This is an optimization exercise on Yosys and OpenROAD, whose aim is a short achievable clock period and few clock cycles per item, not a production implementation. For this run, only the layout was checked, not whether the RTL still works.

<file path="design.v">
`timescale 1ns/1ps
module wb_bus_arbiter (
  input  logic              clk_i,
  input  logic              rst_n_i,
  input  logic [1:0]        want_i,
  input  logic [71-1:0] req0_i,
  input  logic [71-1:0] req1_i,
  input  logic [34-1:0] ext_rsp_i,
  output logic              busy0_o,
  output logic [71-1:0] ext_req_o
);
  logic        busy0_q;
  logic        grant0;
  logic        busy0_d;
  logic [68:0] xreq0_q;
  logic [68:0] xreq0_d;
  logic [68:0] pass1_q;
  logic        stb;
  assign grant0  = ~busy0_q & want_i[0] & ~want_i[1];
  assign busy0_d = grant0 | (busy0_q & ~(ext_rsp_i[33] | ext_rsp_i[32]));
  assign xreq0_d = grant0 ? req0_i[68:0] : (busy0_d ? xreq0_q : '0);
  always_ff @(posedge clk_i or negedge rst_n_i) begin
    if (!rst_n_i) begin
      busy0_q <= 1'b0;
      xreq0_q <= '0;
      pass1_q <= '1;
    end else begin
      busy0_q <= busy0_d;
      xreq0_q <= xreq0_d;
      pass1_q <= ~{69{busy0_d}} | xreq0_d;
    end
  end
  assign stb       = (want_i[1] & ~busy0_q) | busy0_q;
  assign busy0_o   = busy0_q;
  assign ext_req_o = {stb, stb, (req1_i[68:0] & pass1_q) | xreq0_q};
endmodule
`timescale 1ns/1ps
module wb_sram_sp (
  input  logic        clk_i,
  input  logic [1:0]  we_i,
  input  logic [5:0]  widx0_i,
  input  logic [5:0]  widx1_i,
  input  logic [3:0]  sel0_i,
  input  logic [3:0]  sel1_i,
  input  logic [31:0] wdat0_i,
  input  logic [31:0] wdat1_i,
  output logic [31:0] rdat0_o,
  output logic [31:0] rdat1_o
);
  logic [31:0] word [64];
  for (genvar w = 0; w < 64; w++) begin : g_word
    logic [31:0] word_q;
    logic        hit0;
    logic        hit1;
    assign hit0 = (widx0_i == w);
    assign hit1 = (widx1_i == w);
    for (genvar b = 0; b < 4; b++) begin : g_byte
      always_ff @(posedge clk_i) begin
        if (we_i[1] & hit1 & sel1_i[b]) begin
          word_q[8*b +: 8] <= wdat1_i[8*b +: 8];
        end else if (we_i[0] & hit0 & sel0_i[b]) begin
          word_q[8*b +: 8] <= wdat0_i[8*b +: 8];
        end
      end
    end
    assign word[w] = word_q;
  end
  logic [31:0] l1_0 [16];
  logic [31:0] l1_1 [16];
  logic [31:0] l2_0 [4];
  logic [31:0] l2_1 [4];
  always_comb begin
    for (int g = 0; g < 16; g++) begin
      l1_0[g] = word[4*g + widx0_i[1:0]];
      l1_1[g] = word[4*g + widx1_i[1:0]];
    end
    for (int g = 0; g < 4; g++) begin
      l2_0[g] = l1_0[4*g + widx0_i[3:2]];
      l2_1[g] = l1_1[4*g + widx1_i[3:2]];
    end
    rdat0_o = l2_0[widx0_i[5:4]];
    rdat1_o = l2_1[widx1_i[5:4]];
  end
endmodule
`timescale 1ns/1ps
module wb_bootrom (
  input  logic [3:0]  idx_i,
  output logic [31:0] word_o
);
  always_comb begin
    case (idx_i)
      4'h0: word_o = 32'h1800_0000;
      4'h1: word_o = 32'ha840_0000;
      4'h2: word_o = 32'h1860_e000;
      4'h3: word_o = 32'ha863_0100;
      4'h4: word_o = 32'hd403_1000;
      4'h5: word_o = 32'h8480_0000;
      4'h6: word_o = 32'he084_2000;
      4'h7: word_o = 32'hbc04_0000;
      4'h8: word_o = 32'h0fff_fffd;
      4'h9: word_o = 32'h1500_0000;
      4'ha: word_o = 32'h4400_4800;
      4'hb: word_o = 32'h1500_0000;
      4'hc: word_o = 32'h9c21_fff8;
      4'hd: word_o = 32'hd401_4800;
      4'he: word_o = 32'h8521_0000;
      default: word_o = 32'h0000_0000;
    endcase
  end
endmodule
`timescale 1ns/1ps
module tile_top (
  input  logic         clk_i,
  input  logic         rst_n_i,
  input  logic [141:0] m_req_i,
  output logic [67:0]  m_rsp_o,
  output logic [70:0]  ext_req_o,
  input  logic [33:0]  ext_rsp_i
);
  logic [71-1:0] req    [2];
  logic [1:0]        loc_we;
  logic [31:0]       mem_rdata [2];
  logic [31:0]       rom_rdata [2];
  logic [1:0]        ext_want;
  logic [1:0]        ext_own;
  logic              busy0;
  assign req[0] = m_req_i[71-1:0];
  assign req[1] = m_req_i[2*71-1:71];
  assign ext_own = {~busy0, busy0};
  for (genvar m = 0; m < 2; m++) begin : g_port
    logic        rd_q;
    logic        rd_d;
    logic [31:0] rdat;
    logic [31:0] one_q;
    logic [31:0] zero_q;
    logic        stb;
    logic [3:0]  region;
    logic        reg_mem;
    logic        reg_ext;
    logic        reg_boot;
    logic        bad;
    assign stb      = req[m][70] & req[m][69];
    assign region   = req[m][63:60];
    assign reg_mem  = (region == 4'h0);
    assign reg_ext  = (region == 4'he);
    assign reg_boot = (region == 4'hf);
    assign bad      = ~(reg_mem | reg_ext | reg_boot) | (reg_boot & req[m][68]);
    assign loc_we[m]   = stb & reg_mem & req[m][68];
    assign ext_want[m] = stb & reg_ext;
    assign rd_d        = stb & (reg_mem | reg_boot) & ~req[m][68] & ~rd_q;
    assign rdat        = req[m][60] ? rom_rdata[m] : mem_rdata[m];
    always_ff @(posedge clk_i or negedge rst_n_i) begin
      if (!rst_n_i) begin
        rd_q <= 1'b0;
      end else begin
        rd_q <= rd_d;
      end
    end
    always_ff @(posedge clk_i) begin
      one_q  <= rd_d ? rdat : '1;
      zero_q <= rd_d ? rdat : '0;
    end
    assign m_rsp_o[34*m + 33] = rd_q | loc_we[m] | (ext_own[m] & ext_rsp_i[33]);
    assign m_rsp_o[34*m + 32] = (stb & bad) | (ext_own[m] & ext_rsp_i[32]);
    for (genvar i = 0; i < 32; i++) begin : g_dat
      assign m_rsp_o[34*m + i] = ext_rsp_i[i] ? one_q[i] : zero_q[i];
    end
    wb_bootrom u_rom (
      .idx_i   (req[m][37:34]),
      .word_o  (rom_rdata[m])
    );
  end
  wb_sram_sp u_ram (
    .clk_i    (clk_i),
    .we_i     (loc_we),
    .widx0_i  (req[0][39:34]),
    .widx1_i  (req[1][39:34]),
    .sel0_i   (req[0][67:64]),
    .sel1_i   (req[1][67:64]),
    .wdat0_i  (req[0][31:0]),
    .wdat1_i  (req[1][31:0]),
    .rdat0_o  (mem_rdata[0]),
    .rdat1_o  (mem_rdata[1])
  );
  wb_bus_arbiter u_ext (
    .clk_i       (clk_i),
    .rst_n_i     (rst_n_i),
    .want_i      (ext_want),
    .req0_i      (req[0]),
    .req1_i      (req[1]),
    .ext_rsp_i   (ext_rsp_i),
    .busy0_o     (busy0),
    .ext_req_o   (ext_req_o)
  );
endmodule
</file>
<file path="run.sh">
#!/bin/bash
# synth_recipe.tcl (not shown) runs the flow's synth.tcl, then flattens the netlist and writes it again
# the make line also repeats each setting of config.mk as NAME=value (left out here)
make -C /OpenROAD-flow-scripts/flow DESIGN_CONFIG=/design/flow/config.mk WORK_HOME=/design/flow/orfs CLKGATE_MAP_FILE= SYNTH_SCRIPT=/design/flow/synth_recipe.tcl finish
</file>
<file path="config.mk">
export PLATFORM = sky130hd
export DESIGN_NAME = tile_top
export DESIGN_NICKNAME = tile_top
export VERILOG_FILES = /design/flow/design.v
export SDC_FILE = /design/flow/constraint.sdc
export NUM_CORES = 4
export LEC_CHECK = 0
export ABC_CLOCK_PERIOD_IN_PS = 1000
export CAP_MARGIN = 20
export CORE_MARGIN = 2
export CORE_UTILIZATION = 30
export PLACE_DENSITY = 0.4
export SETUP_SLACK_MARGIN = 3.0
export SLEW_MARGIN = 20
export SYNTH_MEMORY_MAX_BITS = 16384
</file>
<file path="constraint.sdc">
create_clock -name core_clock -period 6.0 [get_ports {clk_i}]
set_input_delay 1.2000 -clock core_clock [delete_from_list [all_inputs] [get_ports {clk_i}]]
set_output_delay 1.2000 -clock core_clock [all_outputs]
set_load 0.01 [all_outputs]
</file>
==> qor.yml <==
critical_path:
  cpPeakStageDelay_ns: 0.28
  crit_required_ns: 4.80
  r2r.worst_path.cells: 4
  r2r_end: "g_port[0].one_q[29]"
  cp_max_fo: 3
  worstPathArrival_ns: 2.17
  critPathLaunchType: "primary input"
  cpMaxStageDelayCell: "nor4_4"
  worstSetupPathType: "primary input to primary output"
  worstSetupEndpointType: "primary output"
  reg2reg_from: "g_port[0].rd_q"
  cp_cell_sequence: "buf_8 > nor4_4 > and4_4 > buf_12 > a211o_1 > buf_2"
  rrSetupSlack_ns: 3.41
timing:
  post-route-min-period_ns: 3.369
  setup_viol: 0
  finalSetupTns_ns: 0
  tightest_slew_ns: 1.302
  maxSlewViolCount: 0
  final_hold_viol_count: 0
  whs_ns: 0.1423
  fmaxAchievable_mhz: 296.8
  fin_crit_sh_pct: 56.15
  grt_setup_unrepaired: "true"
  maxSlewHeadroom_pct: 13.19
  finalClockSkew_ns: 0.05942
final_layout:
  layout-drive-gt1-share_pct: 51.90
  design_area_um2: 182800
  area_growth_syn_to_layout_pct: 40.74
  fillerInstances: 39210
  nets: 11656
die:
  core_area_um2: 430900
  rows: 241
  die_x_um: 662.0
  start_util_pct: 30.15
  die_area_um2: 438300
  io_pins: 317
  die_h_um: 662.0
global_route:
  grt_pass1_vias: 108599
  grt_usage_pct: 35.49
  grt_pass1_wl_um: 1055000
  grt-ovfl-total: 0
  grt_max_degree: 110
  grt_antenna_before_repair: 53
clocking:
  cts_tree: "yes"
  root_buffer: "clkbuf_16"
  clk_pin_slew_ns: 0.05
  htree_levels: 5
  postCtsHoldBufs: 0
  clockBufferDepth: 4
  clock-sinks: 2317
  numCtsBuffers: 306
  insertion_delay_ns: 1.01
route:
  drt-initial-drc-count: 18763
  routed_wl_um: 827600
  wl_per_cell_um: 47.44
  vias: 116275
  detail-route-antenna-nets: 0
  viasPerCell: 6.666
  firstDrtPassIters: 11
  drc: 0
synth:
  syn_inst: 10677
  yosysSeqAreaShare_pct: 52.10
  ys.flop_type: "edfxtp_1"
  syn-cell-area_um2: 129900
  synth_seq_cells: 2317
  synthArstFlopShare_pct: 6.085
  synth_edf_count: 2048
  ys_warn_count: 13
  syn_nets: 10869
  yosysUniqueCellTypes: 79
  syn_area_per_cell_um2: 12.17
placed_design:
  place_area_um2: 152500
  dp_hpwl_um: 511300
  gp_congestion: 0.9894
  port_buffers: 316
min_path:
  hp-class: "primary input to asynchronous set/reset pin"
power_and_ir_drop:
  leakage_nw: 60.72
  fin_total_pwr_mw: 44.15
  p_per_area_nw_per_um2: 241.5
  vdd_drop_max_mv: 0.2252
run_status:
  status: "complete, no violations"
flow_run:
  max_cap_viol_count: 0
==> report_power, final <==
group | total, mW | switching [mW] | internal, mW
Combinational | 8.25 | 5.17 | 3.09
Sequential | 17.6 | 0.0107 | 17.6
Clock | 18.3 | 7.91 | 10.4
==> cells in the mapped netlist, drive strengths merged (47+ instances only) <==
master,n,area [um^2]
a21o,72,540.5
and3,47,294.0
a22oi,1448,10870
mux2,2114,23810
dfrtp,72,1802
nand2,279,1047
nand2b,96,600.6
a221oi,317,2776
dfstp,69,1813
nand4,62,387.9
a31oi,63,394.1
a21oi,356,1782
o22ai,298,1864
a222oi,61,610.6
nand3,605,3028
a221o,57,570.6
clkbuf,765,2873
edfxtp,2048,61500
nor2,394,2062
o21ai,152,760.7
buf,502,2277
a22o,226,1979
dfxtp,128,2562
==> routing by layer <==
| metal | track usage [%] | vias up | share of wire [%] |
|---|---|---|---|
| li1 | - | 44992 | - |
| met1 | 46.16 | 60926 | 39 |
| met2 | 52.62 | 8322 | 43 |
| met3 | 10.22 | 1995 | 11 |
| met4 | 20.06 | 40 | 7.1 |
| met5 | 0 | - | 0.034 |
==> stage by stage <==
stage / worst slack [ns] / util (%) / std cells
after floorplan: 2.559 / - / 10677
after detailed placement: -0.2310 / 35.39 / 16060
after global placement: -1.442 / 35.36 / 16054
after global routing: 2.588 / 42.42 / 17427
after CTS: 2.629 / 40.44 / 17074
final: 2.631 / 42.43 / 17443
==> state kept, by name, indices dropped and copies added, names as in the netlist <==
register,cells
g_port.zero_q,64
u_ext.pass1_q,69
u_ext.xreq0_q,69
u_ram.g_word.word_q,2048
g_port.one_q,64
u_ext.busy0_q,1
g_port.rd_q,2
==> what timing repair did <==
| item | in CTS | in global routing |
|---|---|---|
| buffers inserted | 366 | 296 |
| resized for setup | 2152 | 848 |
| cloned | 90 | 54 |
| pin swaps | 344 | 455 |
| setup endpoints to repair | 4363 | 1714 |
==> worst max-delay path: cells and delay by family <==
family,cells,cell delay (ns)
buf+inv,3,0.33
compound gates,1,0.09
simple gates,2,0.55
==> worst max path at each step <==
stage,start,to,slack [ns],cells past startpoint
6_report,m_req_i[62],m_rsp_o[33],2.63,6
5_1_grt,m_req_i[134],m_rsp_o[67],2.59,6
4_1_cts,m_req_i[131],m_rsp_o[67],2.63,6
3_5_place_dp,m_req_i[105],g_port[1].zero_q[28],-0.23,13
3_3_place_gp,m_req_i[34],g_port[0].one_q[22],-1.44,11
2_1_floorplan,m_req_i[34],u_ram.g_word[35].word_q[16],2.56,9
==> placed cells by master, fill, tap and decap left out, types with 50 or more instances in the layout <==
| master | n |
|---|---|
| a21oi_2 | 97 |
| dfxtp_1 | 107 |
| buf_8 | 50 |
| a22o_1 | 221 |
| clkbuf_1 | 81 |
| nand2b_1 | 83 |
| buf_16 | 125 |
| nand4_1 | 62 |
| dfstp_2 | 69 |
| o21ai_1 | 58 |
| o22ai_4 | 234 |
| a22oi_1 | 1279 |
| nand3_1 | 348 |
| buf_4 | 752 |
| a21oi_1 | 214 |
| a221o_1 | 57 |
| clkbuf_16 | 368 |
| buf_2 | 141 |
| buf_6 | 236 |
| dfrtp_1 | 72 |
| a22oi_2 | 169 |
| nor2_4 | 274 |
| a21o_1 | 68 |
| a221oi_1 | 172 |
| o21ai_0 | 56 |
| mux2_4 | 1411 |
| nand3_2 | 150 |
| a221oi_2 | 104 |
| nor2_1 | 80 |
| nand2_1 | 206 |
| clkinv_1 | 50 |
| edfxtp_1 | 2048 |
| clkinv_2 | 56 |
| mux2_2 | 703 |
| a222oi_1 | 61 |
| buf_12 | 284 |
| nand3_4 | 107 |
==> logic make-up (layout without fill, tap and decap cells) <==
family,after synthesis,count (layout),synth area share (%)
AO/OA/AOI/OAI,3309,3309,18.73
flip-flops,2317,2317,52.10
AND/OR/NAND/NOR,1616,1625,6.468
multiplexers,2132,2132,18.54
other,0,19,0
adder cells (fa/ha/maj),14,14,0.1348
buffers and inverters,1289,2317,4.028
==> final cells by class <==
type	count	area [um^2]	area share, %
Multi-Input combinational cell	7080	76100	41.62
Sequential cell	2317	67740	37.05
Timing Repair Buffer	1737	22060	12.07
Clock buffer	408	8329	4.556
Tap cell	5710	7144	3.908
Clock inverter	150	1285	0.7028
Inverter	22	123.9	0.06775
Antenna cell	19	47.55	0.02601

port drivers added, routing unchanged:
How much do the figures lean on ideal ports? The routed layout below was timed once more, with nothing changed but the port constraints.
Step 1 (the two cells are an assumption about what drives the block):
set clk [get_ports {clk_i}]
set_driving_cell -lib_cell sky130_fd_sc_hd__clkbuf_16 $clk
set_driving_cell -lib_cell sky130_fd_sc_hd__buf_2 [delete_from_list [all_inputs] $clk]
Step 2, shift: input delay + t, output delay - t, t = (earliest + latest rising clock arrival at the registers) / 2. This alone moves slack from input paths to output paths.
Three values: no drivers, after step 1, after step 2; two values: the first two.
shift t [ns]: 1.112
slack for setup (ns): 2.631 / 2.540 / 1.428
worst hold slack (ns): 0.142 / 0.054 / 0.507
clock arrival spread, ns: 0.062 / 0.062
cell pins on the clock port's net: 1
After both steps this run still meets setup and hold. The setup slack of this run moves by -0.091 ns with the drivers and by -1.203 ns with both steps.
